Background: an optimization exercise with open tools, aiming at small area, a short achievable clock period and few clock cycles. Do not read the settings as production practice. Function was not checked in any run shown here: the RTL went through the layout flow alone. Power is estimated from default activity; no workload was simulated.

==> flow/design.v <==
    localparam [19:0] POS_CAP  = 20'hFFFFF;
    localparam [15:0] LINE_CAP = 16'hFFFF;
    localparam [5:0] K_LPAREN  = 6'd0;
    localparam [5:0] K_RPAREN  = 6'd1;
    localparam [5:0] K_LBRACE  = 6'd2;
    localparam [5:0] K_RBRACE  = 6'd3;
    localparam [5:0] K_COMMA   = 6'd4;
    localparam [5:0] K_DOT     = 6'd5;
    localparam [5:0] K_MINUS   = 6'd6;
    localparam [5:0] K_PLUS    = 6'd7;
    localparam [5:0] K_SEMI    = 6'd8;
    localparam [5:0] K_SLASH   = 6'd9;
    localparam [5:0] K_STAR    = 6'd10;
    localparam [5:0] K_BANG    = 6'd11;
    localparam [5:0] K_EQUAL   = 6'd13;
    localparam [5:0] K_GREATER = 6'd15;
    localparam [5:0] K_LESS    = 6'd17;
    localparam [5:0] K_IDENT   = 6'd19;
    localparam [5:0] K_STRING  = 6'd20;
    localparam [5:0] K_NUMBER  = 6'd21;
    localparam [5:0] K_KW_BASE = 6'd22;
    localparam [5:0] K_END     = 6'd38;
    localparam [5:0] K_ERROR   = 6'd39;
    localparam [3:0] S_IDLE    = 4'd0;
    localparam [3:0] S_OP      = 4'd1;
    localparam [3:0] S_SLASH   = 4'd2;
    localparam [3:0] S_COMMENT = 4'd3;
    localparam [3:0] S_STR     = 4'd4;
    localparam [3:0] S_IDENT   = 4'd5;
    localparam [3:0] S_INT     = 4'd6;
    localparam [3:0] S_INTDOT  = 4'd7;
    localparam [3:0] S_FRAC    = 4'd8;
    function automatic is_digit(input [7:0] c);
        is_digit = (c >= 8'h30) && (c <= 8'h39);
    endfunction
    function automatic is_alpha(input [7:0] c);
        is_alpha = ((c >= 8'h61) && (c <= 8'h7A)) || ((c >= 8'h41) && (c <= 8'h5A)) ||
                   (c == 8'h5F);
    endfunction
    function automatic [5:0] paired_kind(input [5:0] k);
        case (k[2:0])
            3'd3:    paired_kind = 6'd12;
            3'd5:    paired_kind = 6'd14;
            3'd7:    paired_kind = 6'd16;
            default: paired_kind = 6'd18;
        endcase
    endfunction
    function automatic [5:0] single_kind(input [7:0] c);
        case (c)
            "(": single_kind = K_LPAREN;
            ")": single_kind = K_RPAREN;
            "{": single_kind = K_LBRACE;
            "}": single_kind = K_RBRACE;
            ",": single_kind = K_COMMA;
            ".": single_kind = K_DOT;
            "-": single_kind = K_MINUS;
            "+": single_kind = K_PLUS;
            ";": single_kind = K_SEMI;
            default: single_kind = K_STAR;
        endcase
    endfunction
    function automatic is_single(input [7:0] c);
        case (c)
            "(", ")", "{", "}", ",", ".", "-", "+", ";", "*": is_single = 1'b1;
            default: is_single = 1'b0;
        endcase
    endfunction
    function automatic [5:0] op_kind(input [7:0] c);
        case (c)
            "=":     op_kind = K_EQUAL;
            ">":     op_kind = K_GREATER;
            "<":     op_kind = K_LESS;
            default: op_kind = K_BANG;
        endcase
    endfunction
    localparam KW_W = 7;
    function automatic [6:0] kw_first(input [7:0] c);
        case (c)
            "a": kw_first = {3'd1, 4'd0};
            "c": kw_first = {3'd1, 4'd1};
            "e": kw_first = {3'd1, 4'd2};
            "f": kw_first = {3'd1, 4'd3};
            "i": kw_first = {3'd1, 4'd6};
            "n": kw_first = {3'd1, 4'd7};
            "o": kw_first = {3'd1, 4'd8};
            "p": kw_first = {3'd1, 4'd9};
            "r": kw_first = {3'd1, 4'd10};
            "s": kw_first = {3'd1, 4'd11};
            "t": kw_first = {3'd1, 4'd12};
            "v": kw_first = {3'd1, 4'd14};
            "w": kw_first = {3'd1, 4'd15};
            default: kw_first = 7'd0;
        endcase
    endfunction
    function automatic [6:0] kw_step(input [6:0] s, input [7:0] c);
        kw_step = 7'd0;
        case (s)
            {3'd1, 4'd0}: case (c)
                "n": kw_step = {3'd2, 4'd0};
                default: ;
            endcase
            {3'd2, 4'd0}: case (c)
                "d": kw_step = {3'd3, 4'd0};
                default: ;
            endcase
            {3'd1, 4'd1}: case (c)
                "l": kw_step = {3'd2, 4'd1};
                default: ;
            endcase
            {3'd2, 4'd1}: case (c)
                "a": kw_step = {3'd3, 4'd1};
                default: ;
            endcase
            {3'd3, 4'd1}: case (c)
                "s": kw_step = {3'd4, 4'd1};
                default: ;
            endcase
            {3'd4, 4'd1}: case (c)
                "s": kw_step = {3'd5, 4'd1};
                default: ;
            endcase
            {3'd1, 4'd2}: case (c)
                "l": kw_step = {3'd2, 4'd2};
                default: ;
            endcase
            {3'd2, 4'd2}: case (c)
                "s": kw_step = {3'd3, 4'd2};
                default: ;
            endcase
            {3'd3, 4'd2}: case (c)
                "e": kw_step = {3'd4, 4'd2};
                default: ;
            endcase
            {3'd1, 4'd3}: case (c)
                "a": kw_step = {3'd2, 4'd3};
                "o": kw_step = {3'd2, 4'd5};
                "u": kw_step = {3'd2, 4'd4};
                default: ;
            endcase
            {3'd2, 4'd3}: case (c)
                "l": kw_step = {3'd3, 4'd3};
                default: ;
            endcase
            {3'd3, 4'd3}: case (c)
                "s": kw_step = {3'd4, 4'd3};
                default: ;
            endcase
            {3'd4, 4'd3}: case (c)
                "e": kw_step = {3'd5, 4'd3};
                default: ;
            endcase
            {3'd2, 4'd4}: case (c)
                "n": kw_step = {3'd3, 4'd4};
                default: ;
            endcase
            {3'd2, 4'd5}: case (c)
                "r": kw_step = {3'd3, 4'd5};
                default: ;
            endcase
            {3'd1, 4'd6}: case (c)
                "f": kw_step = {3'd2, 4'd6};
                default: ;
            endcase
            {3'd1, 4'd7}: case (c)
                "i": kw_step = {3'd2, 4'd7};
                default: ;
            endcase
            {3'd2, 4'd7}: case (c)
                "l": kw_step = {3'd3, 4'd7};
                default: ;
            endcase
            {3'd1, 4'd8}: case (c)
                "r": kw_step = {3'd2, 4'd8};
                default: ;
            endcase
            {3'd1, 4'd9}: case (c)
                "r": kw_step = {3'd2, 4'd9};
                default: ;
            endcase
            {3'd2, 4'd9}: case (c)
                "i": kw_step = {3'd3, 4'd9};
                default: ;
            endcase
            {3'd3, 4'd9}: case (c)
                "n": kw_step = {3'd4, 4'd9};
                default: ;
            endcase
            {3'd4, 4'd9}: case (c)
                "t": kw_step = {3'd5, 4'd9};
                default: ;
            endcase
            {3'd1, 4'd10}: case (c)
                "e": kw_step = {3'd2, 4'd10};
                default: ;
            endcase
            {3'd2, 4'd10}: case (c)
                "t": kw_step = {3'd3, 4'd10};
                default: ;
            endcase
            {3'd3, 4'd10}: case (c)
                "u": kw_step = {3'd4, 4'd10};
                default: ;
            endcase
            {3'd4, 4'd10}: case (c)
                "r": kw_step = {3'd5, 4'd10};
                default: ;
            endcase
            {3'd5, 4'd10}: case (c)
                "n": kw_step = {3'd6, 4'd10};
                default: ;
            endcase
            {3'd1, 4'd11}: case (c)
                "u": kw_step = {3'd2, 4'd11};
                default: ;
            endcase
            {3'd2, 4'd11}: case (c)
                "p": kw_step = {3'd3, 4'd11};
                default: ;
            endcase
            {3'd3, 4'd11}: case (c)
                "e": kw_step = {3'd4, 4'd11};
                default: ;
            endcase
            {3'd4, 4'd11}: case (c)
                "r": kw_step = {3'd5, 4'd11};
                default: ;
            endcase
            {3'd1, 4'd12}: case (c)
                "h": kw_step = {3'd2, 4'd12};
                "r": kw_step = {3'd2, 4'd13};
                default: ;
            endcase
            {3'd2, 4'd12}: case (c)
                "i": kw_step = {3'd3, 4'd12};
                default: ;
            endcase
            {3'd3, 4'd12}: case (c)
                "s": kw_step = {3'd4, 4'd12};
                default: ;
            endcase
            {3'd2, 4'd13}: case (c)
                "u": kw_step = {3'd3, 4'd13};
                default: ;
            endcase
            {3'd3, 4'd13}: case (c)
                "e": kw_step = {3'd4, 4'd13};
                default: ;
            endcase
            {3'd1, 4'd14}: case (c)
                "a": kw_step = {3'd2, 4'd14};
                default: ;
            endcase
            {3'd2, 4'd14}: case (c)
                "r": kw_step = {3'd3, 4'd14};
                default: ;
            endcase
            {3'd1, 4'd15}: case (c)
                "h": kw_step = {3'd2, 4'd15};
                default: ;
            endcase
            {3'd2, 4'd15}: case (c)
                "i": kw_step = {3'd3, 4'd15};
                default: ;
            endcase
            {3'd3, 4'd15}: case (c)
                "l": kw_step = {3'd4, 4'd15};
                default: ;
            endcase
            {3'd4, 4'd15}: case (c)
                "e": kw_step = {3'd5, 4'd15};
                default: ;
            endcase
            default: ;
        endcase
    endfunction
    function automatic [5:0] kw_kind(input [6:0] s);
        case (s)
            {3'd3, 4'd0}: kw_kind = 6'd22;
            {3'd5, 4'd1}: kw_kind = 6'd23;
            {3'd4, 4'd2}: kw_kind = 6'd24;
            {3'd5, 4'd3}: kw_kind = 6'd25;
            {3'd3, 4'd4}: kw_kind = 6'd26;
            {3'd3, 4'd5}: kw_kind = 6'd27;
            {3'd2, 4'd6}: kw_kind = 6'd28;
            {3'd3, 4'd7}: kw_kind = 6'd29;
            {3'd2, 4'd8}: kw_kind = 6'd30;
            {3'd5, 4'd9}: kw_kind = 6'd31;
            {3'd6, 4'd10}: kw_kind = 6'd32;
            {3'd5, 4'd11}: kw_kind = 6'd33;
            {3'd4, 4'd12}: kw_kind = 6'd34;
            {3'd4, 4'd13}: kw_kind = 6'd35;
            {3'd3, 4'd14}: kw_kind = 6'd36;
            {3'd5, 4'd15}: kw_kind = 6'd37;
            default: kw_kind = 6'd19;
        endcase
    endfunction
`timescale 1ns / 1ps
module script_lexer_tokenizer_unit (
    input  logic        i_clk,
    input  logic        i_rst_n,
    input  logic        i_byte_valid,
    output logic        o_byte_ready,
    input  logic [7:0]  i_byte_ch,
    input  logic        i_byte_final,
    output logic        o_tok_valid,
    input  logic        i_tok_ready,
    output logic [5:0]  o_tok_kind,
    output logic [19:0] o_tok_start,
    output logic [19:0] o_tok_len,
    output logic [15:0] o_tok_line,
    output logic [15:0] o_tok_col,
    output logic [7:0]  o_tok_bad,
    output logic        o_tok_last
);
    localparam [19:0] POS_CAP  = 20'hFFFFF;
    localparam [15:0] LINE_CAP = 16'hFFFF;
    localparam [5:0] K_LPAREN  = 6'd0;
    localparam [5:0] K_RPAREN  = 6'd1;
    localparam [5:0] K_LBRACE  = 6'd2;
    localparam [5:0] K_RBRACE  = 6'd3;
    localparam [5:0] K_COMMA   = 6'd4;
    localparam [5:0] K_DOT     = 6'd5;
    localparam [5:0] K_MINUS   = 6'd6;
    localparam [5:0] K_PLUS    = 6'd7;
    localparam [5:0] K_SEMI    = 6'd8;
    localparam [5:0] K_SLASH   = 6'd9;
    localparam [5:0] K_STAR    = 6'd10;
    localparam [5:0] K_BANG    = 6'd11;
    localparam [5:0] K_EQUAL   = 6'd13;
    localparam [5:0] K_GREATER = 6'd15;
    localparam [5:0] K_LESS    = 6'd17;
    localparam [5:0] K_IDENT   = 6'd19;
    localparam [5:0] K_STRING  = 6'd20;
    localparam [5:0] K_NUMBER  = 6'd21;
    localparam [5:0] K_KW_BASE = 6'd22;
    localparam [5:0] K_END     = 6'd38;
    localparam [5:0] K_ERROR   = 6'd39;
    localparam [3:0] S_IDLE    = 4'd0;
    localparam [3:0] S_OP      = 4'd1;
    localparam [3:0] S_SLASH   = 4'd2;
    localparam [3:0] S_COMMENT = 4'd3;
    localparam [3:0] S_STR     = 4'd4;
    localparam [3:0] S_IDENT   = 4'd5;
    localparam [3:0] S_INT     = 4'd6;
    localparam [3:0] S_INTDOT  = 4'd7;
    localparam [3:0] S_FRAC    = 4'd8;
    function automatic is_digit(input [7:0] c);
        is_digit = (c >= 8'h30) && (c <= 8'h39);
    endfunction
    function automatic is_alpha(input [7:0] c);
        is_alpha = ((c >= 8'h61) && (c <= 8'h7A)) || ((c >= 8'h41) && (c <= 8'h5A)) ||
                   (c == 8'h5F);
    endfunction
    function automatic [5:0] paired_kind(input [5:0] k);
        case (k[2:0])
            3'd3:    paired_kind = 6'd12;
            3'd5:    paired_kind = 6'd14;
            3'd7:    paired_kind = 6'd16;
            default: paired_kind = 6'd18;
        endcase
    endfunction
    function automatic [5:0] single_kind(input [7:0] c);
        case (c)
            "(": single_kind = K_LPAREN;
            ")": single_kind = K_RPAREN;
            "{": single_kind = K_LBRACE;
            "}": single_kind = K_RBRACE;
            ",": single_kind = K_COMMA;
            ".": single_kind = K_DOT;
            "-": single_kind = K_MINUS;
            "+": single_kind = K_PLUS;
            ";": single_kind = K_SEMI;
            default: single_kind = K_STAR;
        endcase
    endfunction
    function automatic is_single(input [7:0] c);
        case (c)
            "(", ")", "{", "}", ",", ".", "-", "+", ";", "*": is_single = 1'b1;
            default: is_single = 1'b0;
        endcase
    endfunction
    function automatic [5:0] op_kind(input [7:0] c);
        case (c)
            "=":     op_kind = K_EQUAL;
            ">":     op_kind = K_GREATER;
            "<":     op_kind = K_LESS;
            default: op_kind = K_BANG;
        endcase
    endfunction
    localparam KW_W = 7;
    function automatic [6:0] kw_first(input [7:0] c);
        case (c)
            "a": kw_first = {3'd1, 4'd0};
            "c": kw_first = {3'd1, 4'd1};
            "e": kw_first = {3'd1, 4'd2};
            "f": kw_first = {3'd1, 4'd3};
            "i": kw_first = {3'd1, 4'd6};
            "n": kw_first = {3'd1, 4'd7};
            "o": kw_first = {3'd1, 4'd8};
            "p": kw_first = {3'd1, 4'd9};
            "r": kw_first = {3'd1, 4'd10};
            "s": kw_first = {3'd1, 4'd11};
            "t": kw_first = {3'd1, 4'd12};
            "v": kw_first = {3'd1, 4'd14};
            "w": kw_first = {3'd1, 4'd15};
            default: kw_first = 7'd0;
        endcase
    endfunction
    function automatic [6:0] kw_step(input [6:0] s, input [7:0] c);
        kw_step = 7'd0;
        case (s)
            {3'd1, 4'd0}: case (c)
                "n": kw_step = {3'd2, 4'd0};
                default: ;
            endcase
            {3'd2, 4'd0}: case (c)
                "d": kw_step = {3'd3, 4'd0};
                default: ;
            endcase
            {3'd1, 4'd1}: case (c)
                "l": kw_step = {3'd2, 4'd1};
                default: ;
            endcase
            {3'd2, 4'd1}: case (c)
                "a": kw_step = {3'd3, 4'd1};
                default: ;
            endcase
            {3'd3, 4'd1}: case (c)
                "s": kw_step = {3'd4, 4'd1};
                default: ;
            endcase
            {3'd4, 4'd1}: case (c)
                "s": kw_step = {3'd5, 4'd1};
                default: ;
            endcase
            {3'd1, 4'd2}: case (c)
                "l": kw_step = {3'd2, 4'd2};
                default: ;
            endcase
            {3'd2, 4'd2}: case (c)
                "s": kw_step = {3'd3, 4'd2};
                default: ;
            endcase
            {3'd3, 4'd2}: case (c)
                "e": kw_step = {3'd4, 4'd2};
                default: ;
            endcase
            {3'd1, 4'd3}: case (c)
                "a": kw_step = {3'd2, 4'd3};
                "o": kw_step = {3'd2, 4'd5};
                "u": kw_step = {3'd2, 4'd4};
                default: ;
            endcase
            {3'd2, 4'd3}: case (c)
                "l": kw_step = {3'd3, 4'd3};
                default: ;
            endcase
            {3'd3, 4'd3}: case (c)
                "s": kw_step = {3'd4, 4'd3};
                default: ;
            endcase
            {3'd4, 4'd3}: case (c)
                "e": kw_step = {3'd5, 4'd3};
                default: ;
            endcase
            {3'd2, 4'd4}: case (c)
                "n": kw_step = {3'd3, 4'd4};
                default: ;
            endcase
            {3'd2, 4'd5}: case (c)
                "r": kw_step = {3'd3, 4'd5};
                default: ;
            endcase
            {3'd1, 4'd6}: case (c)
                "f": kw_step = {3'd2, 4'd6};
                default: ;
            endcase
            {3'd1, 4'd7}: case (c)
                "i": kw_step = {3'd2, 4'd7};
                default: ;
            endcase
            {3'd2, 4'd7}: case (c)
                "l": kw_step = {3'd3, 4'd7};
                default: ;
            endcase
            {3'd1, 4'd8}: case (c)
                "r": kw_step = {3'd2, 4'd8};
                default: ;
            endcase
            {3'd1, 4'd9}: case (c)
                "r": kw_step = {3'd2, 4'd9};
                default: ;
            endcase
            {3'd2, 4'd9}: case (c)
                "i": kw_step = {3'd3, 4'd9};
                default: ;
            endcase
            {3'd3, 4'd9}: case (c)
                "n": kw_step = {3'd4, 4'd9};
                default: ;
            endcase
            {3'd4, 4'd9}: case (c)
                "t": kw_step = {3'd5, 4'd9};
                default: ;
            endcase
            {3'd1, 4'd10}: case (c)
                "e": kw_step = {3'd2, 4'd10};
                default: ;
            endcase
            {3'd2, 4'd10}: case (c)
                "t": kw_step = {3'd3, 4'd10};
                default: ;
            endcase
            {3'd3, 4'd10}: case (c)
                "u": kw_step = {3'd4, 4'd10};
                default: ;
            endcase
            {3'd4, 4'd10}: case (c)
                "r": kw_step = {3'd5, 4'd10};
                default: ;
            endcase
            {3'd5, 4'd10}: case (c)
                "n": kw_step = {3'd6, 4'd10};
                default: ;
            endcase
            {3'd1, 4'd11}: case (c)
                "u": kw_step = {3'd2, 4'd11};
                default: ;
            endcase
            {3'd2, 4'd11}: case (c)
                "p": kw_step = {3'd3, 4'd11};
                default: ;
            endcase
            {3'd3, 4'd11}: case (c)
                "e": kw_step = {3'd4, 4'd11};
                default: ;
            endcase
            {3'd4, 4'd11}: case (c)
                "r": kw_step = {3'd5, 4'd11};
                default: ;
            endcase
            {3'd1, 4'd12}: case (c)
                "h": kw_step = {3'd2, 4'd12};
                "r": kw_step = {3'd2, 4'd13};
                default: ;
            endcase
            {3'd2, 4'd12}: case (c)
                "i": kw_step = {3'd3, 4'd12};
                default: ;
            endcase
            {3'd3, 4'd12}: case (c)
                "s": kw_step = {3'd4, 4'd12};
                default: ;
            endcase
            {3'd2, 4'd13}: case (c)
                "u": kw_step = {3'd3, 4'd13};
                default: ;
            endcase
            {3'd3, 4'd13}: case (c)
                "e": kw_step = {3'd4, 4'd13};
                default: ;
            endcase
            {3'd1, 4'd14}: case (c)
                "a": kw_step = {3'd2, 4'd14};
                default: ;
            endcase
            {3'd2, 4'd14}: case (c)
                "r": kw_step = {3'd3, 4'd14};
                default: ;
            endcase
            {3'd1, 4'd15}: case (c)
                "h": kw_step = {3'd2, 4'd15};
                default: ;
            endcase
            {3'd2, 4'd15}: case (c)
                "i": kw_step = {3'd3, 4'd15};
                default: ;
            endcase
            {3'd3, 4'd15}: case (c)
                "l": kw_step = {3'd4, 4'd15};
                default: ;
            endcase
            {3'd4, 4'd15}: case (c)
                "e": kw_step = {3'd5, 4'd15};
                default: ;
            endcase
            default: ;
        endcase
    endfunction
    function automatic [5:0] kw_kind(input [6:0] s);
        case (s)
            {3'd3, 4'd0}: kw_kind = 6'd22;
            {3'd5, 4'd1}: kw_kind = 6'd23;
            {3'd4, 4'd2}: kw_kind = 6'd24;
            {3'd5, 4'd3}: kw_kind = 6'd25;
            {3'd3, 4'd4}: kw_kind = 6'd26;
            {3'd3, 4'd5}: kw_kind = 6'd27;
            {3'd2, 4'd6}: kw_kind = 6'd28;
            {3'd3, 4'd7}: kw_kind = 6'd29;
            {3'd2, 4'd8}: kw_kind = 6'd30;
            {3'd5, 4'd9}: kw_kind = 6'd31;
            {3'd6, 4'd10}: kw_kind = 6'd32;
            {3'd5, 4'd11}: kw_kind = 6'd33;
            {3'd4, 4'd12}: kw_kind = 6'd34;
            {3'd4, 4'd13}: kw_kind = 6'd35;
            {3'd3, 4'd14}: kw_kind = 6'd36;
            {3'd5, 4'd15}: kw_kind = 6'd37;
            default: kw_kind = 6'd19;
        endcase
    endfunction
    logic        r_bv, r_fin;
    logic [7:0]  r_ch;
    logic        r_bv1, r_fin1, r_bv2, r_fin2;
    logic [7:0]  r_ch1, r_ch2;
    logic        r_vout, r_lout;
    logic [3:0]  r_mode, n_mode;
    logic        r_pend, n_pend;     
    logic        r_plast, n_plast;   
    logic        r_post, n_post;     
    logic        r_endp, n_endp;     
    logic [5:0]  r_kind, n_kind;
    logic [KW_W-1:0] r_trie, n_trie;
    logic [19:0] r_tb, n_tb;
    logic [19:0] r_len, n_len;
    logic [19:0] r_pos, n_pos;
    logic [15:0] r_line, n_line;
    logic [15:0] r_col, n_col;
    logic        r_errh, n_errh;     
    logic        consume;
    wire [7:0] c        = r_ch;
    wire       c_dig    = is_digit(c);
    wire       c_alp    = is_alpha(c);
    wire       c_aln    = c_dig || c_alp;
    wire       c_single = is_single(c);
    wire       c_op     = (c == "!") || (c == "=") || (c == "<") || (c == ">");
    wire       c_slash  = (c == "/");
    wire       c_quote  = (c == "\"");
    wire       c_nl     = (c == 8'h0A);
    wire       c_ws     = (c == " ") || (c == 8'h0D) || (c == 8'h09);
    wire       c_eq     = (c == "=");
    wire       c_dot    = (c == ".");
    wire       c_err    = !(c_single || c_op || c_slash || c_quote || c_nl || c_ws || c_aln);
    wire        pos_sat = &r_pos;
    wire [19:0] pos_i   = pos_sat ? r_pos : r_pos + 20'd1;
    wire [19:0] len_i   = pos_sat ? r_len : r_len + 20'd1;
    wire [15:0] col_i   = (&r_col) ? r_col : r_col + 16'd1;
    wire [15:0] line_i  = (&r_line) ? r_line : r_line + 16'd1;
    logic terminates, closable;
    always_comb begin
        terminates = 1'b0;
        closable   = 1'b1;
        case (r_mode)
            S_OP:     terminates = !c_eq;
            S_SLASH:  terminates = !c_slash;
            S_IDENT:  terminates = !c_aln;
            S_INT:    terminates = !c_dig && !c_dot;
            S_INTDOT: terminates = !c_dig;
            S_FRAC:   terminates = !c_dig;
            default:  closable = 1'b0;
        endcase
    end
    assign o_tok_valid = r_vout;
    assign o_tok_last  = r_lout;
    assign o_tok_kind  = r_kind;
    assign o_tok_start = r_tb;
    assign o_tok_len   = r_len;
    assign o_tok_line  = r_line;
    assign o_tok_col   = r_col;
    assign o_tok_bad   = r_errh ? r_ch : 8'd0;
    wire stall = r_vout && !i_tok_ready;
    always_comb begin
        logic do_idle, hold;
        n_mode = r_mode; n_pend = r_pend; n_plast = r_plast; n_post = r_post;
        n_endp = r_endp; n_kind = r_kind; n_trie = r_trie; n_tb = r_tb; n_len = r_len;
        n_pos = r_pos; n_line = r_line; n_col = r_col; n_errh = 1'b0;
        consume = 1'b0; do_idle = 1'b0; hold = 1'b0;
        begin
            n_pend = 1'b0; n_plast = 1'b1;
            if (r_endp) begin
                n_endp = 1'b0; n_post = 1'b0; n_mode = S_IDLE;
                n_pos = '0; n_line = 16'd1; n_col = '0;
                consume = 1'b1;
            end else if (r_errh) begin
                if (r_fin) n_post = 1'b1;
                else consume = 1'b1;
            end else if (r_post) begin
                if (r_mode == S_INTDOT) begin
                    n_tb = r_pos; n_len = {19'd0, !pos_sat}; n_pos = pos_i; n_col = col_i;
                    n_kind = K_DOT; n_pend = 1'b1; n_plast = 1'b0;
                    n_mode = S_IDLE;
                end else begin
                    n_tb = r_pos; n_len = '0; n_kind = K_END;
                    n_pend = 1'b1; n_plast = 1'b1; n_endp = 1'b1; n_mode = S_IDLE;
                end
            end else if (r_bv) begin
                case (r_mode)
                    S_OP: begin
                        if (c_eq) begin
                            n_pos = pos_i; n_col = col_i; n_len = len_i;
                            n_kind = paired_kind(r_kind); n_pend = 1'b1; n_mode = S_IDLE;
                        end else do_idle = 1'b1;
                    end
                    S_SLASH: begin
                        if (c_slash) begin
                            n_pos = pos_i; n_col = col_i; n_len = len_i; n_mode = S_COMMENT;
                        end else do_idle = 1'b1;
                    end
                    S_COMMENT: begin
                        if (!c_nl) begin
                            n_pos = pos_i; n_col = col_i;
                        end else do_idle = 1'b1;
                    end
                    S_STR: begin
                        if (c_nl) n_line = line_i;
                        n_pos = pos_i; n_col = col_i; n_len = len_i;
                        if (c_quote) begin
                            n_kind = K_STRING; n_pend = 1'b1; n_mode = S_IDLE;
                        end
                    end
                    S_IDENT: begin
                        if (c_aln) begin
                            n_trie = kw_step(r_trie, c); n_kind = kw_kind(n_trie);
                            n_pos = pos_i; n_col = col_i; n_len = len_i;
                        end else do_idle = 1'b1;
                    end
                    S_INT: begin
                        if (c_dig) begin
                            n_pos = pos_i; n_col = col_i; n_len = len_i;
                        end else if (c_dot) n_mode = S_INTDOT;
                        else do_idle = 1'b1;
                    end
                    S_FRAC: begin
                        if (c_dig) begin
                            n_pos = pos_i; n_col = col_i; n_len = len_i;
                        end else do_idle = 1'b1;
                    end
                    S_INTDOT: begin
                        hold = 1'b1;
                        if (c_dig) begin
                            n_pos = pos_i; n_col = col_i; n_len = len_i; n_mode = S_FRAC;
                        end else begin
                            n_tb = r_pos; n_len = {19'd0, !pos_sat}; n_pos = pos_i;
                            n_col = col_i; n_kind = K_DOT; n_pend = 1'b1;
                            n_plast = !r_fin && !c_single && !c_err; n_mode = S_IDLE;
                        end
                    end
                    default: do_idle = 1'b1;
                endcase
                if (do_idle) begin
                    n_tb = r_pos; n_pos = pos_i; n_col = col_i; n_len = {19'd0, !pos_sat};
                    n_mode = S_IDLE;
                    if (c_single) begin
                        n_kind = single_kind(c); n_pend = 1'b1;
                    end else if (c_op) begin
                        n_kind = op_kind(c); n_mode = S_OP;
                    end else if (c_slash) begin
                        n_kind = K_SLASH; n_mode = S_SLASH;
                    end else if (c_quote) begin
                        n_kind = K_STRING; n_mode = S_STR;
                    end else if (c_nl) begin
                        n_col = 16'd1; n_line = line_i;
                    end else if (c_dig) begin
                        n_kind = K_NUMBER; n_mode = S_INT;
                    end else if (c_alp) begin
                        n_trie = kw_first(c); n_kind = K_IDENT; n_mode = S_IDENT;
                    end else if (c_err) begin
                        n_kind = K_ERROR; n_len = 20'd1; n_pend = 1'b1; n_errh = 1'b1;
                        n_plast = !r_fin; hold = 1'b1;
                    end
                end
                if (!hold) begin
                    if (r_fin) begin
                        n_post = 1'b1; n_plast = 1'b0;
                    end else consume = 1'b1;
                end
            end
        end
    end
    wire       accept = i_byte_valid && !r_bv2;
    wire       a_free = !r_bv || consume;    
    wire       x_bv   = a_free ? r_bv1 : 1'b1;
    wire [7:0] x_ch   = a_free ? r_ch1 : r_ch;
    wire       x_fin  = a_free ? r_fin1 : r_fin;
    logic x_term, x_closable;
    always_comb begin
        x_term = 1'b0;
        x_closable = 1'b1;
        case (n_mode)
            S_OP:     x_term = (x_ch != "=");
            S_SLASH:  x_term = (x_ch != "/");
            S_IDENT:  x_term = !(is_digit(x_ch) || is_alpha(x_ch));
            S_INT:    x_term = !is_digit(x_ch) && (x_ch != ".");
            S_INTDOT: x_term = !is_digit(x_ch);
            S_FRAC:   x_term = !is_digit(x_ch);
            default:  x_closable = 1'b0;
        endcase
    end
    wire x_tokbyte = is_single(x_ch) ||
                     !(is_digit(x_ch) || is_alpha(x_ch) || (x_ch == "!") || (x_ch == "=") ||
                       (x_ch == "<") || (x_ch == ">") || (x_ch == "/") || (x_ch == "\"") ||
                       (x_ch == 8'h0A) || (x_ch == " ") || (x_ch == 8'h0D) || (x_ch == 8'h09));
    wire x_close = x_bv && !n_post && x_term;
    assign o_byte_ready = !r_bv2;
    wire q_move  = stall ? !r_bv : a_free;
    wire q1_move = q_move && r_bv1;
    always_ff @(posedge i_clk) begin
        if (!i_rst_n) begin
            r_bv <= 1'b0; r_bv1 <= 1'b0; r_bv2 <= 1'b0; r_vout <= 1'b0;
        end else begin
            if (q_move) r_bv <= r_bv1;
            if (q1_move) begin
                r_bv1 <= r_bv2 || accept;
                r_bv2 <= 1'b0;
            end else if (r_bv1) begin
                if (accept) r_bv2 <= 1'b1;
            end else begin
                r_bv1 <= accept;
            end
            if (!stall) r_vout <= n_pend || x_close || (n_post && x_closable);
        end
    end
    always_ff @(posedge i_clk) begin
        if (q_move) begin
            r_ch  <= r_ch1;
            r_fin <= r_fin1;
        end
        if (q1_move ? !r_bv2 : !r_bv1) begin
            r_ch1  <= i_byte_ch;
            r_fin1 <= i_byte_final;
        end else if (q1_move) begin
            r_ch1  <= r_ch2;
            r_fin1 <= r_fin2;
        end
        if (accept) begin
            r_ch2  <= i_byte_ch;
            r_fin2 <= i_byte_final;
        end
        if (!stall)
            r_lout <= n_pend ? n_plast :
                      x_close && !x_fin && (n_mode != S_INTDOT) && !x_tokbyte;
    end
    always_ff @(posedge i_clk) begin
        if (!i_rst_n) begin
            r_mode <= S_IDLE; r_pend <= 1'b0; r_errh <= 1'b0; r_post <= 1'b0; r_endp <= 1'b0;
            r_pos <= '0; r_line <= 16'd1; r_col <= '0;
        end else if (!stall) begin
            r_mode <= n_mode; r_pend <= n_pend; r_errh <= n_errh; r_post <= n_post; r_endp <= n_endp;
            r_pos <= n_pos; r_line <= n_line; r_col <= n_col;
        end
    end
    always_ff @(posedge i_clk) begin
        if (!stall) begin
            r_plast <= n_plast; r_kind <= n_kind; r_trie <= n_trie; r_tb <= n_tb;
            r_len <= n_len;
        end
    end
endmodule
==> flow/flow/run.sh <==
#!/bin/bash
# Standard layout (the standard.sh: ORFS synthesis to finish, same clock and
# constraints), with two changes to how the layout is made:
#  - the port buffers that ORFS inserts are plain buffers (buf_1) rather than the
#    delay cell ORFS picks by default; every port still gets its own buffer;
#  - ORFS's timing repair aims for more setup slack than the clock needs.
set -euo pipefail
export SETUP_SLACK_MARGIN=7.0
export BUFFER_PORTS_ARGS="-buffer_cell sky130_fd_sc_hd__buf_1"
bash standard.sh > standard_flow.log 2>&1
==> flow/standard.sh <==
#!/bin/bash
# synth_recipe.tcl (not shown) runs the flow's synth.tcl, then flattens the netlist and writes it again
# the make line also repeats each setting of config.mk as NAME=value (left out here)
make -C /OpenROAD-flow-scripts/flow DESIGN_CONFIG=/design/flow/config.mk WORK_HOME=/design/flow/orfs CLKGATE_MAP_FILE= SYNTH_SCRIPT=/design/flow/synth_recipe.tcl "${@:-finish}"
==> flow/config.mk <==
export PLATFORM = sky130hd
export DESIGN_NAME = script_lexer_tokenizer_unit
export DESIGN_NICKNAME = script_lexer_tokenizer_unit
export VERILOG_FILES = /design/flow/design.v
export SDC_FILE = /design/flow/constraint.sdc
export NUM_CORES = 4
export LEC_CHECK = 0
export ABC_AREA = 1
export CAP_MARGIN = 20
export CORE_MARGIN = 2
export CORE_UTILIZATION = 40
export CTS_BUF_LIST = sky130_fd_sc_hd__clkbuf_8
export SLEW_MARGIN = 20
==> flow/constraint.sdc <==
create_clock -name core_clock -period 11.0 [get_ports {i_clk}]
set_input_delay 2.2000 -clock core_clock [delete_from_list [all_inputs] [get_ports {i_clk}]]
set_output_delay 2.2000 -clock core_clock [all_outputs]
set_load 0.01 [all_outputs]
==> results.py, run 1 <==
metrics = {
    "critical_path": {
        "ff2ff_path_depth": 26,
        "worst_setup_path_endpoint": "r_pos[17]",
        "critPathCaptureType": "register",
        "critPathMaxFanout": 6,
        "r2r_slack_ns": 7.40,
        "reg2reg_to": "r_lout",
        "cp-start-kind": "primary input",
        "critPathKind": "in2reg",
        "critical_path_required_ns": 11.39,
        "cp.arrival_ns": 4.27,
        "crit_path_start": "i_tok_ready",
        "r2r_start": "r_ch[1]",
    },
    "logic_synthesis": {
        "yosysUniqueCellTypes": 52,
        "yosys_most_used_dff": "edfxtp_1",
        "synth-edff-count": 81,
        "ys_seq_area_share_pct": 38.9,
        "async_flop_share_pct": 0,
        "synth-seq-cells": 144,
        "synth_top_area_share_pct": 25.6,
        "syn-cell-area_sq_mm": 0.00949,
        "yosys.area.top_type": "edfxtp_1",
        "ys.warnings.count": 1,
        "avgSynthCellArea_sq_um": 6.97,
        "syn-num-nets": 1379,
        "synth_area_leaders": "edfxtp_1, dfxtp_1, nand2_1",
        "syn-instance-count": 1362,
    },
    "worst_hold_path": {
        "hp-start": "r_pos[19]",
        "hp-class": "reg2reg",
    },
    "placement": {
        "place_congestion": 0.947,
        "dp_hpwl_mm": 21.1,
        "place_area_sq_mm": 0.0102,
        "port_buffers": 101,
        "dp_cells": 1770,
    },
    "route": {
        "vias": 9584,
        "drt-initial-drc-count": 681,
        "firstDrtPassIters": 6,
        "ant_nets": 0,
        "routedWlPerCell_microns": 15.1,
        "drc": 0,
        "vias_per_cell": 5.24,
        "finalWirelength_mm": 27.6,
    },
    "final_layout": {
        "final_cell_mix": "nand2_1, nor2_1, inv_1",
        "final_cells": 1828,
        "num-fill-cells": 2462,
        "mostFrequentLayoutCell": "nand2_1",
        "fin_nets": 1513,
        "layout-drive-gt1-share_pct": 9.41,
        "diodes": 0,
        "syn_to_final_growth_pct": 15.5,
        "stdcell_area_sq_mm": 0.0110,
    },
    "timing": {
        "setup_viol": 0,
        "hold_violations": 0,
        "period_needed_ns": 3.88,
        "holdWs_ns": 0.439,
        "fin_setup_tns_ns": 0,
        "tightest_slew_ns": 0.887,
        "period_share_pct": 35.3,
        "timing.fmax_mhz": 258,
        "skew_ns": 0.0131,
        "slew_viol_final": 0,
        "rsz0062_at_grt": "yes",
        "slew_headroom_pct": 40.7,
    },
    "clock_network": {
        "numClockSinks": 144,
        "clock_path_buffers": 2,
        "cts_tree": "built",
        "clkSlewWorstSetupHoldPaths_ns": 0.09,
        "root_buffer": "clkbuf_8",
        "numCtsBuffers": 17,
        "cts_max_level": 4,
        "postCtsHoldBufs": 0,
        "clk-insertion-delay-late_ns": 0.44,
    },
    "floorplanning": {
        "coreArea_sq_mm": 0.0234,
        "ios": 102,
        "die_h_microns": 158,
        "initial_core_util_pct": 40.6,
        "die-area_sq_mm": 0.0250,
        "die_w_microns": 158,
        "rows": 56,
    },
    "pwr": {
        "power_density_mw_per_mm2": 184,
        "p_total_uw": 2020,
        "p_leak_uw": 0.00452,
        "ir_drop_mv": 0.108,
    },
    "global_routing": {
        "grt_max_degree": 25,
        "grt_util_all_layers_pct": 22.3,
        "antenna_found_initial": 0,
        "grt_pass1_vias": 8993,
        "grt_pass1_wl_mm": 44.7,
        "overflow": 0,
    },
    "job": {
        "max_cap_viol_count": 0,
    },
    "outcome": {
        "outcome": "timing/DRC/antenna clean",
    },
}
## flip-flops by register name, indices dropped and copies added (netlist names), 4 cells and up
name / cells
r_len: 20
r_pos: 20
r_tb: 20
r_col: 16
r_line: 16
r_ch1: 8
r_ch2: 8
r_ch: 8
r_trie: 7
r_kind: 6
r_mode: 4
## per-layer routing
layer | vias up | routed length [microns] | global-route usage (%)
li1 | 4812 | - | -
met1 | 4472 | 12700 | 29.8
met2 | 255 | 12800 | 36.7
met3 | 45 | 1450 | 4.05
met4 | 0 | 659 | 6.86
met5 | - | 0 | 0
## through the flow
stage	setup WS (ns)	util [%]
3_3_place_gp	6.29	43.7
2_1_floorplan	6.89	-
5_1_grt	6.95	46.9
3_5_place_dp	6.18	43.7
6_report	7.12	46.9
4_1_cts	7.00	45.8
## cells in the mapped netlist (9+ instances only)
cell / number
mux2_4: 9
nor2_1: 212
clkbuf_1: 13
inv_1: 193
o21ai_0: 62
nand2_2: 14
edfxtp_1: 81
nand4_1: 31
nand2_1: 298
nand3_1: 84
a21oi_1: 62
nor3_1: 58
inv_2: 16
o211ai_1: 10
xor2_1: 19
dfxtp_1: 63
nor4_1: 18
a211oi_1: 13
## cell families (layout without fill, tap and decap cells)
kind of cell,Yosys count,count (layout),synth area share [%]
xor+xnor,27,27,2.49
fa+ha+maj,4,4,0.527
buf+inv,233,380,9.51
compound gates,196,196,12.2
flops,144,144,38.9
simple gates,749,749,35.0
mux,9,9,1.42
## critical path: stages
cell and delay, ns:
buf_6 0.07, nor2_4 0.03, buf_6 0.13, inv_8 0.07, nand2_8 0.05, a21oi_4 0.16
clkinv_4 0.08, o21ai_4 0.07, nand2_2 0.11, inv_4 0.10, nand2_8 0.06, nor3_4 0.21
nand2_2 0.10, nor2_4 0.15, nand4_1 0.15, nor2_2 0.15, nand2_1 0.10, a21oi_2 0.14
o21a_1 0.13
## where the power goes
part | internal, uW | switching, uW | total, uW
registers | 699 | 83.8 | 783
logic | 251 | 528 | 779
clock network | 214 | 239 | 454
total | 1160 | 851 | 2020
## area by class of cell
type                       count  area, sq um  area share [%]
tap                          319          399            3.64
clock buffer                  17          234            2.13
timing repair buffer         134          636            5.80
sequential                   144         3690            33.7
inverter                     214          818            7.46
clock inverter                15          188            1.71
multi-input combinational    985         5000            45.6
## worst min path at each step
stage | endpoint | depth (start not counted)
floorplan | r_tb[19] | 0
global placement | r_tb[19] | 0
detailed placement | r_tb[19] | 0
CTS | r_tb[19] | 0
global route | r_tb[19] | 0
finish | r_tb[19] | 0
## timing repair
action / in CTS / in global routing
gates resized for setup: 6 / 22
buffers inserted: 4 / 21
cloned: 0 / 1
setup endpoints to repair: 50 / 59
pin swaps: 2 / 10
==> inputs of run 2 (changes only) <==
--- a/flow/config.mk
+++ b/flow/config.mk
@@ -11,3 +11,2 @@
 export CORE_UTILIZATION = 40
-export CTS_BUF_LIST = sky130_fd_sc_hd__clkbuf_8
 export SLEW_MARGIN = 20
==> results.py, run 2 <==
metrics = {
    "timing": {
        "tightest_slew_ns": 0.906,
        "skew_ns": 0.0103,
        "slew_headroom_pct": 39.4,
        "period_share_pct": 35.5,
        "setup_viol": 0,
        "hold_violations": 0,
        "timing.fmax_mhz": 256,
        "final.setup.worst_slack_ns": 7.10,
        "slew_viol_final": 0,
        "rsz0062_at_grt": "yes",
        "holdWs_ns": 0.434,
        "fin_setup_tns_ns": 0,
        "period_needed_ns": 3.90,
    },
    "logic_synthesis": {
        "yosys.area.top_type": "edfxtp_1",
        "synth_area_leaders": "edfxtp_1, dfxtp_1, nand2_1",
        "yosys-top-cells-count": "nand2_1, nor2_1, inv_1",
        "synth-seq-cells": 144,
        "ys_seq_area_share_pct": 38.9,
        "syn-cell-area_sq_mm": 0.00949,
        "yosysUniqueCellTypes": 52,
        "synth_top_area_share_pct": 25.6,
        "yosysMostFrequentCell": "nand2_1",
        "syn-instance-count": 1362,
        "async_flop_share_pct": 0,
        "synth-edff-count": 81,
        "syn-num-nets": 1379,
        "ys.warnings.count": 1,
        "yosys_most_used_dff": "edfxtp_1",
        "avgSynthCellArea_sq_um": 6.97,
    },
    "route": {
        "routedWlPerCell_microns": 15.3,
        "finalWirelength_mm": 28.0,
        "drc": 0,
        "drt-initial-drc-count": 737,
        "vias_per_cell": 5.28,
        "ant_nets": 0,
        "vias": 9664,
        "firstDrtPassIters": 5,
    },
    "clock_network": {
        "cts_max_level": 4,
        "root_buffer": "clkbuf_16",
        "clock_path_buffers": 2,
        "clk-insertion-delay-late_ns": 0.42,
        "cts_tree": "built",
        "clkSlewWorstSetupHoldPaths_ns": 0.06,
        "numClockSinks": 144,
        "numCtsBuffers": 17,
    },
    "floorplanning": {
        "coreArea_sq_mm": 0.0234,
        "die-area_sq_mm": 0.0250,
        "ios": 102,
        "initial_core_util_pct": 40.6,
        "die_w_microns": 158,
        "die_h_microns": 158,
        "rows": 56,
    },
    "critical_path": {
        "cp_slowest_cell": "nor3_4",
        "critPathCaptureType": "register",
        "cp-start-kind": "primary input",
        "r2r_start": "r_ch[0]",
        "critical_path_required_ns": 11.37,
        "cp.arrival_ns": 4.27,
        "crit_chain": "buf_6 > nor2_4 > buf_6 > inv_8 > nand2_8 > a21oi_4 > clkinv_4 > o21ai_4 > nand2_2 > inv_4 > nand2_8 > nor3_4 > nand2_2 > nor2_4 > nand4_1 > nor2_2 > nand2_1 > a21oi_1 > o21a_1",
        "critPathKind": "in2reg",
        "ff2ff_path_depth": 26,
        "reg2reg_to": "r_lout",
        "critPathMaxFanout": 6,
        "crit_path_max_incr_delay_ns": 0.21,
        "r2r_slack_ns": 7.38,
    },
    "job": {
        "max_cap_viol_count": 0,
    },
    "final_layout": {
        "diodes": 0,
        "postLayoutCoreUtil_pct": 47.9,
        "mostFrequentLayoutCell": "nand2_1",
        "layout-drive-gt1-share_pct": 9.72,
        "final_cell_mix": "nand2_1, nor2_1, inv_1",
        "num-fill-cells": 2431,
        "seqCellArea_sq_mm": 0.00369,
        "fin_nets": 1517,
        "syn_to_final_growth_pct": 18.1,
        "biggestRegsByFlops": "r_len: 20 flops, r_pos: 20 flops, r_tb: 20 flops",
        "stdcell_area_sq_mm": 0.0112,
        "multi_input_area_sq_mm": 0.00500,
    },
    "global_routing": {
        "grt_pass1_vias": 9029,
        "top_usage_layer": "met2",
        "grt_util_all_layers_pct": 22.5,
        "grtUsageMet3_pct": 3.97,
        "grt_max_degree": 25,
        "grt_pass1_wl_mm": 44.9,
        "globalRouteMet1Util_pct": 30.1,
        "antenna_found_initial": 0,
        "overflow": 0,
        "use_met2_pct": 36.7,
    },
    "pwr": {
        "p_leak_uw": 0.00463,
        "power_density_mw_per_mm2": 195,
        "ir_drop_mv": 0.115,
    },
    "outcome": {
        "outcome": "timing/DRC/antenna clean",
    },
    "worst_hold_path": {
        "hp-start": "r_pos[19]",
        "hp-class": "reg2reg",
        "min_delay_worst_endpoint": "r_tb[19]",
        "whs_path_depth": 0,
    },
    "placement": {
        "dpl_worst_slack_ns": 6.18,
        "dp_hpwl_mm": 21.1,
        "place_area_sq_mm": 0.0102,
        "place_congestion": 0.947,
        "port_buffers": 101,
    },
}
run 2: changes by cell type in the layout (fill, tap and decap cells not counted), sizes merged:
cell / change
buf: +4
run 2: worst max path at each step:
stage	from	endpoint	slack, ns	cells after the start
4_1_cts	i_tok_ready	r_pos[17]	6.96	19
2_1_floorplan	i_tok_ready	r_len[0]	6.89	7
3_5_place_dp	i_tok_ready	r_pos[17]	6.18	19
3_3_place_gp	i_tok_ready	r_pos[19]	6.29	19
5_1_grt	i_tok_ready	r_pos[19]	6.93	20
6_report	i_tok_ready	r_pos[17]	7.10	19
run 2: kinds of logic after synthesis:
logic type | synth area share (%)
compound gates | 12.2
xor+xnor | 2.49
fa+ha+maj | 0.527
buf+inv | 9.51
flops | 38.9
mux | 1.42
simple gates | 35.0
run 2: power breakdown:
part	switching, uW	internal, uW
Sequential	84.9	700
Combinational	533	258
Clock	261	347
run 2: final cells by class:
cell class / count / share of cell area [%]
inverters: 214 / 7.30
flip-flops and latches: 144 / 33.0
clock inverters: 15 / 1.68
clock buffers: 17 / 3.80
well taps: 319 / 3.56
multi-input cells: 985 / 44.6
repair buffers: 138 / 6.05
run 2: worst max-delay path, delay by kind of cell:
family                 cells  cell delay (ns)
AO/OA/AOI/OAI              4             0.51
buffers and inverters      5             0.45
AND/OR/NAND/NOR           10             1.10
run 2: metal layers:
metal / vias up / share of wire, % / wire length [microns]
met5: - / 0 / 0
met4: 0 / 2.4 / 669
met3: 47 / 5.7 / 1590
met2: 286 / 47 / 13000
met1: 4517 / 45 / 12700
li1: 4814 / - / -
run 2: per-stage QoR:
stage,power [uW],cells
6_report,2180,1832
5_1_grt,2320,1832
4_1_cts,2120,1806
3_5_place_dp,1500,1770
3_3_place_gp,1500,1770
2_1_floorplan,1280,1362
run 2: repair_timing:
action                                  in CTS  in global routing
buffers inserted                             4                 25
cloned                                       0                  1
resized for setup                            6                 23
endpoints found under the setup margin      52                 61
pin swaps                                    2                 11
hold buffers                                 0                  0
==> inputs of run 3 (changes only) <==
==> flow/flow/run.sh (replaced) <==
#!/bin/bash
# Standard layout (the standard.sh: ORFS synthesis to finish, same clock and
# constraints), with these changes to how the layout is made:
#  - the port buffers that ORFS inserts are plain buffers (buf_1) rather than the
#    delay cell ORFS picks by default; every port still gets its own buffer;
#  - ORFS's timing repair aims for more setup slack than the clock needs;
#  - clock tree: clkbuf_8 buffers, larger sink clusters, no dummy loads.
set -euo pipefail
export SETUP_SLACK_MARGIN=7.0
export BUFFER_PORTS_ARGS="-buffer_cell sky130_fd_sc_hd__buf_1"
export CTS_ARGS="-sink_clustering_enable -repair_clock_nets -buf_list sky130_fd_sc_hd__clkbuf_8 -sink_clustering_size 30 -sink_clustering_max_diameter 100 -dont_use_dummy_load"
bash standard.sh > standard_flow.log 2>&1
==> results.py, run 3 <==
metrics = {
    "outcome": {
        "outcome": "timing/DRC/antenna clean",
    },
    "clock_network": {
        "clk-insertion-delay-late_ns": 0.44,
        "cts_max_level": 4,
        "clock_path_buffers": 2,
        "cts_tree": "built",
        "clkSlewWorstSetupHoldPaths_ns": 0.07,
        "root_buffer": "clkbuf_8",
        "postCtsHoldBufs": 0,
        "numCtsBuffers": 17,
        "numClockSinks": 144,
    },
    "logic_synthesis": {
        "yosys.area.top_type": "edfxtp_1",
        "ys_seq_area_share_pct": 38.9,
        "yosysMostFrequentCell": "nand2_1",
        "yosys_most_used_dff": "edfxtp_1",
        "synth_compound_area_share_pct": 12.2,
        "yosysUniqueCellTypes": 52,
        "synth_top_family_by_area": "simple AND/OR/NAND/NOR gates",
        "synth_xor_area_share_pct": 2.49,
        "synthSimpleGateAreaFrac_pct": 35.0,
        "syn-cell-area_sq_mm": 0.00949,
        "async_flop_share_pct": 0,
        "synthMuxAreaShare_pct": 1.42,
        "synth_top_area_share_pct": 25.6,
        "ys.warnings.count": 1,
        "synth-seq-cells": 144,
        "synth_adder_area_share_pct": 0.527,
        "yosys-top-cells-count": "nand2_1, nor2_1, inv_1",
        "avgSynthCellArea_sq_um": 6.97,
        "syn-num-nets": 1379,
        "syn-instance-count": 1362,
        "synth_area_leaders": "edfxtp_1, dfxtp_1, nand2_1",
        "synth-edff-count": 81,
    },
    "global_routing": {
        "overflow": 0,
        "grt_pass1_vias": 8944,
        "grt_util_all_layers_pct": 22.2,
        "antenna_found_initial": 0,
        "grt_pass1_wl_mm": 44.5,
        "grt_max_degree": 25,
    },
    "floorplanning": {
        "rows": 56,
        "die_h_microns": 158,
        "die-area_sq_mm": 0.0250,
        "coreArea_sq_mm": 0.0234,
        "die_w_microns": 158,
        "ios": 102,
        "initial_core_util_pct": 40.6,
    },
    "route": {
        "firstDrtPassIters": 6,
        "vias_per_cell": 5.28,
        "finalWirelength_mm": 27.6,
        "drt-initial-drc-count": 632,
        "routedWlPerCell_microns": 15.2,
        "vias": 9573,
        "ant_nets": 0,
        "drc": 0,
    },
    "job": {
        "max_cap_viol_count": 0,
    },
    "timing": {
        "setup_viol": 0,
        "skew_ns": 0.0409,
        "hold_violations": 0,
        "period_share_pct": 35.7,
        "timing.fmax_mhz": 255,
        "holdWs_ns": 0.436,
        "fin_setup_tns_ns": 0,
        "slew_headroom_pct": 41.2,
        "period_needed_ns": 3.93,
        "tightest_slew_ns": 0.878,
        "rsz0062_at_grt": "yes",
        "slew_viol_final": 0,
    },
    "placement": {
        "place_area_sq_mm": 0.0102,
        "dp_hpwl_mm": 21.1,
        "place_congestion": 0.947,
        "port_buffers": 101,
    },
    "final_layout": {
        "layout-drive-gt1-share_pct": 8.57,
        "final_cell_mix": "nand2_1, nor2_1, inv_1",
        "mostFrequentLayoutCell": "nand2_1",
        "fin_nets": 1513,
        "stdcell_area_sq_mm": 0.0108,
        "biggestRegsByFlops": "r_len: 20 flops, r_pos: 20 flops, r_tb: 20 flops",
        "diodes": 0,
        "syn_to_final_growth_pct": 13.6,
    },
    "critical_path": {
        "r2r_slack_ns": 7.38,
        "critPathCaptureType": "register",
        "cp-start-kind": "primary input",
        "reg2reg_to": "r_lout",
        "critPathKind": "in2reg",
        "worst_setup_path_endpoint": "r_pos[17]",
        "cp.arrival_ns": 4.30,
        "critPathMaxFanout": 6,
        "cp_slowest_cell": "nor3_4",
        "r2r_start": "r_ch[1]",
        "crit_path_max_incr_delay_ns": 0.21,
        "critical_path_required_ns": 11.37,
        "crit_chain": "buf_6 > nor2_4 > buf_6 > inv_8 > nand2_8 > a21oi_4 > clkinv_4 > o21ai_4 > nand2_2 > inv_4 > nand2_8 > nor3_4 > nand2_2 > nor2_4 > nand4_1 > nor2_2 > nand2_1 > a21oi_2 > o21a_1",
        "crit_path_start": "i_tok_ready",
        "ff2ff_path_depth": 26,
    },
    "pwr": {
        "power_density_mw_per_mm2": 174,
        "p_leak_uw": 0.00442,
        "ir_drop_mv": 0.0793,
    },
    "worst_hold_path": {
        "hp-class": "reg2reg",
    },
}
run 3: cells by family after synthesis:
kind of cell / Yosys count
and+or+nand+nor: 749
buffers and inverters: 233
AOI/OAI and AO/OA: 196
DFF: 144
xor gates and xnor gates: 27
muxes: 9
adders and majority gates: 4
run 3: repair_timing:
item,CTS,global route
gates cloned,0,1
setup endpoints to repair,51,61
pin swaps,2,11
gates resized for setup,6,23
setup buffers,4,21
run 3: worst max-delay path: cells and delay by family:
family | cells | cell delay [ns]
compound gates | 4 | 0.51
buf+inv | 5 | 0.46
simple gates | 10 | 1.12
run 3: worst min path at each step:
stage              start        to  slack, ns  cells past startpoint
3_3_place_gp   r_pos[19]  r_tb[19]       0.42                      0
2_1_floorplan  r_pos[19]  r_tb[19]       0.41                      0
4_1_cts        r_pos[19]  r_tb[19]       0.44                      0
5_1_grt        r_pos[19]  r_tb[19]       0.44                      0
6_report       r_pos[19]  r_tb[19]       0.44                      0
3_5_place_dp   r_pos[19]  r_tb[19]       0.42                      0
run 3: cell type report:
| type | count | area (sq um) |
|---|---|---|
| clock buffer | 17 | 234 |
| fill | 2488 | 12600 |
| inverter | 214 | 818 |
| multi-input combinational | 985 | 5000 |
| sequential | 144 | 3690 |
| tap | 319 | 399 |
| timing repair buffer | 134 | 636 |
run 3: routing by layer:
layer,vias to the layer above,global-route usage (%),routed length [microns]
li1,4799,-,-
met1,4406,29.7,12500
met2,307,36.2,12700
met3,61,3.70,1620
met4,0,8.19,739
met5,-,0,0
run 3: where the power goes:
group          switching (uW)  internal [uW]
clock network             177            136
registers                83.7            700
logic                     530            250
run 3: metrics by stage:
step                      setup slack [ns]  utilization (%)  cells  power, uW
final                                 7.07             46.1   1813       1880
after global routing                  6.92             46.1   1813       2010
after CTS                             6.99             45.0   1791       1830
after detailed placement              6.18             43.7   1770       1500
after global placement                6.29             43.7   1770       1500
after floorplan                       6.89                -   1362       1280
==> inputs of run 4 (changes only) <==
--- a/flow/flow/run.sh
+++ b/flow/flow/run.sh
@@ -3,2 +3,5 @@
 # constraints), with these changes to how the layout is made:
+#  - after the floorplan step's own work, the combinational logic is re-mapped
+#    for area by OpenROAD's restructure (flow/restructure.tcl), using the
+#    platform library without its don't-use cells (flow/filter_lib.py);
 #  - the port buffers that ORFS inserts are plain buffers (buf_1) rather than the
@@ -8,2 +11,8 @@
 set -euo pipefail
+python3 flow/filter_lib.py "$FLOW_HOME/platforms/sky130hd/lib/sky130_fd_sc_hd__tt_025C_1v80.lib" \
+  "$PWD/hd_nodontuse.lib" > filter_lib.log 2>&1
+mkdir -p "$PWD/restructure_work"
+export RESTRUCTURE_LIB="$PWD/hd_nodontuse.lib"
+export RESTRUCTURE_WORK="$PWD/restructure_work"
+export POST_FLOORPLAN_TCL="$PWD/flow/restructure.tcl"
 export SETUP_SLACK_MARGIN=7.0
==> flow/flow/filter_lib.py (new file) <==
#!/usr/bin/env python3
# filter_lib.py IN OUT: copy a liberty file without the platform's don't-use cells
# (probe and lpflow cells), for the area restructuring step's ABC run.
import re, sys
src = open(sys.argv[1]).read()
out = []
pos = 0
pat = re.compile(r'\n(\s*)cell\s*\(\s*"?([\w]+)"?\s*\)\s*\{')
for m in pat.finditer(src):
    if m.start() < pos:
        continue
    name = m.group(2)
    if not (re.match(r'sky130_fd_sc_hd__(probe|probec)_p_8$', name) or
            name.startswith('sky130_fd_sc_hd__lpflow_')):
        continue
    # find the matching closing brace
    depth = 0
    i = m.end() - 1
    while True:
        ch = src[i]
        if ch == '{':
            depth += 1
        elif ch == '}':
            depth -= 1
            if depth == 0:
                break
        i += 1
    out.append(src[pos:m.start()])
    pos = i + 1
out.append(src[pos:])
open(sys.argv[2], 'w').write(''.join(out))
==> flow/flow/restructure.tcl (new file) <==
# POST_FLOORPLAN hook: area-oriented re-mapping of the combinational logic with
# OpenROAD's restructure (ABC). Registers are untouched.
restructure -target area \
  -abc_logfile $::env(LOG_DIR)/2_1_restructure_abc.log \
  -liberty_file $::env(RESTRUCTURE_LIB) \
  -tielo_port sky130_fd_sc_hd__conb_1/LO -tiehi_port sky130_fd_sc_hd__conb_1/HI \
  -work_dir $::env(RESTRUCTURE_WORK)
==> results.py, run 4 <==
metrics = {
    "timing": {
        "tightest_slew_ns": 0.974,
        "period_share_pct": 43.7,
        "rsz0062_at_grt": "yes",
        "slew_headroom_pct": 34.2,
        "period_needed_ns": 4.81,
        "fin_setup_tns_ns": 0,
        "timing.fmax_mhz": 208,
        "skew_ns": 0.0374,
        "slew_viol_final": 0,
        "hold_violations": 0,
        "setup_viol": 0,
    },
    "route": {
        "vias_per_cell": 5.86,
        "firstDrtPassIters": 6,
        "vias": 9558,
        "finalWirelength_mm": 32.1,
        "ant_nets": 0,
        "routedWlPerCell_microns": 19.6,
        "drt-initial-drc-count": 1157,
        "drc": 0,
    },
    "logic_synthesis": {
        "ys_seq_area_share_pct": 38.9,
        "yosys_most_used_dff": "edfxtp_1",
        "syn-cell-area_sq_mm": 0.00949,
        "async_flop_share_pct": 0,
        "synth_top_family_by_area": "simple AND/OR/NAND/NOR gates",
        "yosys-top-cells-count": "nand2_1, nor2_1, inv_1",
        "synth_xor_area_share_pct": 2.49,
        "yosysUniqueCellTypes": 52,
        "syn-num-nets": 1379,
        "synthSimpleGateAreaFrac_pct": 35.0,
        "synthMuxAreaShare_pct": 1.42,
        "synth-seq-cells": 144,
        "synth_compound_area_share_pct": 12.2,
        "avgSynthCellArea_sq_um": 6.97,
        "synth_top_area_share_pct": 25.6,
        "synth-edff-count": 81,
        "ys.warnings.count": 1,
        "synth_area_leaders": "edfxtp_1, dfxtp_1, nand2_1",
        "yosys.area.top_type": "edfxtp_1",
        "yosysMostFrequentCell": "nand2_1",
        "synth_adder_area_share_pct": 0.527,
        "syn-instance-count": 1362,
    },
    "floorplanning": {
        "ios": 102,
        "die_w_microns": 158,
        "initial_core_util_pct": 40.6,
        "die_h_microns": 158,
        "coreArea_sq_mm": 0.0234,
        "die-area_sq_mm": 0.0250,
        "rows": 56,
    },
    "clock_network": {
        "numClockSinks": 144,
        "numCtsBuffers": 17,
        "cts_max_level": 4,
        "root_buffer": "clkbuf_8",
        "clk-insertion-delay-late_ns": 0.45,
        "clock_path_buffers": 2,
        "clkSlewWorstSetupHoldPaths_ns": 0.08,
        "cts_tree": "built",
    },
    "job": {
        "max_cap_viol_count": 0,
    },
    "global_routing": {
        "grt_util_all_layers_pct": 23.2,
        "antenna_found_initial": 0,
        "overflow": 0,
        "grt_max_degree": 21,
        "grt_pass1_wl_mm": 45.4,
        "grt_pass1_vias": 8618,
    },
    "pwr": {
        "power_density_mw_per_mm2": 189,
        "p_int_uw": 1320,
        "swShare_pct": 42.1,
        "p_leak_uw": 0.00456,
        "ir_drop_mv": 0.111,
        "p_sw_uw": 957,
        "pwr-share-clk_pct": 13.7,
        "p_seq_share_pct": 36.4,
        "comb_power_share_pct": 49.9,
        "p_total_uw": 2280,
    },
    "final_layout": {
        "diodes": 0,
        "num-fill-cells": 2129,
        "layout-drive-gt1-share_pct": 31.7,
        "mostFrequentLayoutCell": "buf_4",
        "stdcell_area_sq_mm": 0.0120,
        "biggestRegsByFlops": "r_len: 20 flops, r_pos: 20 flops, r_tb: 20 flops",
        "fin_nets": 1328,
        "syn_to_final_growth_pct": 26.6,
        "postLayoutCoreUtil_pct": 51.3,
        "final_cell_mix": "buf_4, nor2_1, buf_1",
    },
    "placement": {
        "place_congestion": 0.949,
        "port_buffers": 101,
        "place_area_sq_mm": 0.00903,
        "dp_hpwl_mm": 19.1,
    },
    "critical_path": {
        "r2r_start": "r_ch[4]",
        "critPathMaxFanout": 6,
        "reg2reg_to": "r_lout",
        "r2r_slack_ns": 6.19,
        "crit_path_start": "r_ch[4]",
        "cp-start-kind": "register",
        "critPathKind": "reg2reg",
        "critical_path_required_ns": 11.16,
        "cp.arrival_ns": 4.97,
        "worst_setup_path_endpoint": "r_lout",
        "ff2ff_path_depth": 21,
        "critPathCaptureType": "register",
    },
    "worst_hold_path": {
        "hp-class": "reg2reg",
    },
    "outcome": {
        "outcome": "timing/DRC/antenna clean",
    },
}
==> run 4: cell counts after synthesis <==
No cell type changed its count.
==> run 4: metrics by stage <==
stage | hold slack (ns) | std cells | setup WS, ns
2_1_floorplan | 0.408 | 1362 | 6.89
4_1_cts | 0.472 | 1580 | 6.61
3_3_place_gp | 0.452 | 1407 | 5.21
5_1_grt | 0.495 | 1632 | 6.04
6_report | 0.470 | 1632 | 6.19
3_5_place_dp | 0.449 | 1407 | 5.19
==> run 4: repair_timing <==
action / in CTS / in global routing
hold buffers: 0 / 0
pin swaps: 50 / 49
gates resized for setup: 172 / 157
buffers inserted: 156 / 52
endpoints found under the setup margin: 139 / 50
==> run 4: kinds of logic (layout without fill, tap and decap cells) <==
family | after synthesis | after routing
fa+ha+maj | 4 | 0
flops | 144 | 144
compound gates | 196 | 249
buf+inv | 233 | 484
mux | 9 | 0
simple gates | 749 | 436
xor+xnor | 27 | 0
==> run 4: metal layers <==
layer | GRT usage, % | vias up | wire length (microns)
li1 | - | 4326 | -
met1 | 29.6 | 4505 | 12800
met2 | 36.9 | 575 | 14900
met3 | 5.89 | 152 | 2640
met4 | 10.8 | 0 | 1700
met5 | 0 | - | 0
==> run 4: power groups by stage <==
stage          clock network (uW)  registers, uW  logic [uW]
6_report                      312            828        1140
5_1_grt                       344            840        1200
4_1_cts                       320            816         943
3_5_place_dp                    0            819         707
3_3_place_gp                    0            820         714
2_1_floorplan                   0            802         483
==> run 4: worst max-delay path, cell delays in order, from the launching register on <==
cell and delay, ns:
edfxtp_1 0.49, buf_6 0.17, nor4_4 0.22, nand4_1 0.34, o22ai_2 0.35, nor4_4 0.08
buf_4 0.15, nor4_4 0.36, nor4_2 0.09, o32ai_2 0.27, nand2_2 0.12, buf_6 0.16
buf_4 0.13, buf_4 0.13, a22oi_2 0.34, a41oi_1 0.19, a21oi_1 0.16, nor2_1 0.10
a311oi_2 0.27, o2111ai_1 0.16, o211ai_1 0.14, o32ai_1 0.10
==> run 4: worst min path at each step <==
stage	startpoint	to	slack, ns	depth (start not counted)
after floorplan	r_pos[19]	r_tb[19]	0.41	0
after global placement	r_pos[4]	r_tb[4]	0.45	0
after detailed placement	r_pos[4]	r_tb[4]	0.45	0
after CTS	r_pos[4]	r_tb[4]	0.47	0
after global routing	r_pos[4]	r_tb[4]	0.50	0
final	r_col[15]	r_col[15]	0.47	2
==> run 4: cell type report <==
class | count | area, sq um | share of cell area, %
clock buffers | 17 | 234 | 1.95
inverters | 147 | 647 | 5.38
well taps | 319 | 399 | 3.32
flip-flops and latches | 144 | 3710 | 30.9
multi-input cells | 685 | 4740 | 39.4
repair buffers | 320 | 2290 | 19.0

[port drivers added, routing unchanged]
The flow's constraints put no driver on any port. The routed layouts listed below were extracted and timed again, unchanged, in two steps. Step 1, drivers: a clkbuf_16 drives i_clk and a buf_2 each remaining input, both assumed. Step 2, shift: input delay + t, output delay - t, t = (earliest + latest rising clock arrival at the registers) / 2. This alone moves slack from input paths to output paths. Three values: ideal ports, drivers, drivers and shift; two values: the first two.
| run | t (ns) | slack for setup (ns) | worst register clock-pin slew, ns |
|---|---|---|---|
| run 1 | 0.478 | 7.121 / 7.098 / 6.620 | 0.10 / 0.10 |
| run 2 | 0.464 | 7.095 / 7.076 / 6.612 | 0.07 / 0.07 |
| run 3 | 0.464 | 7.071 / 7.047 / 6.584 | 0.10 / 0.10 |
| run 4 | 0.473 | 6.191 / 6.191 / 6.191 | 0.10 / 0.10 |
After both steps every run listed still meets setup and hold. For run 1, which loses most, drivers alone change the setup slack by -0.023 ns; drivers and shift together by -0.501 ns.
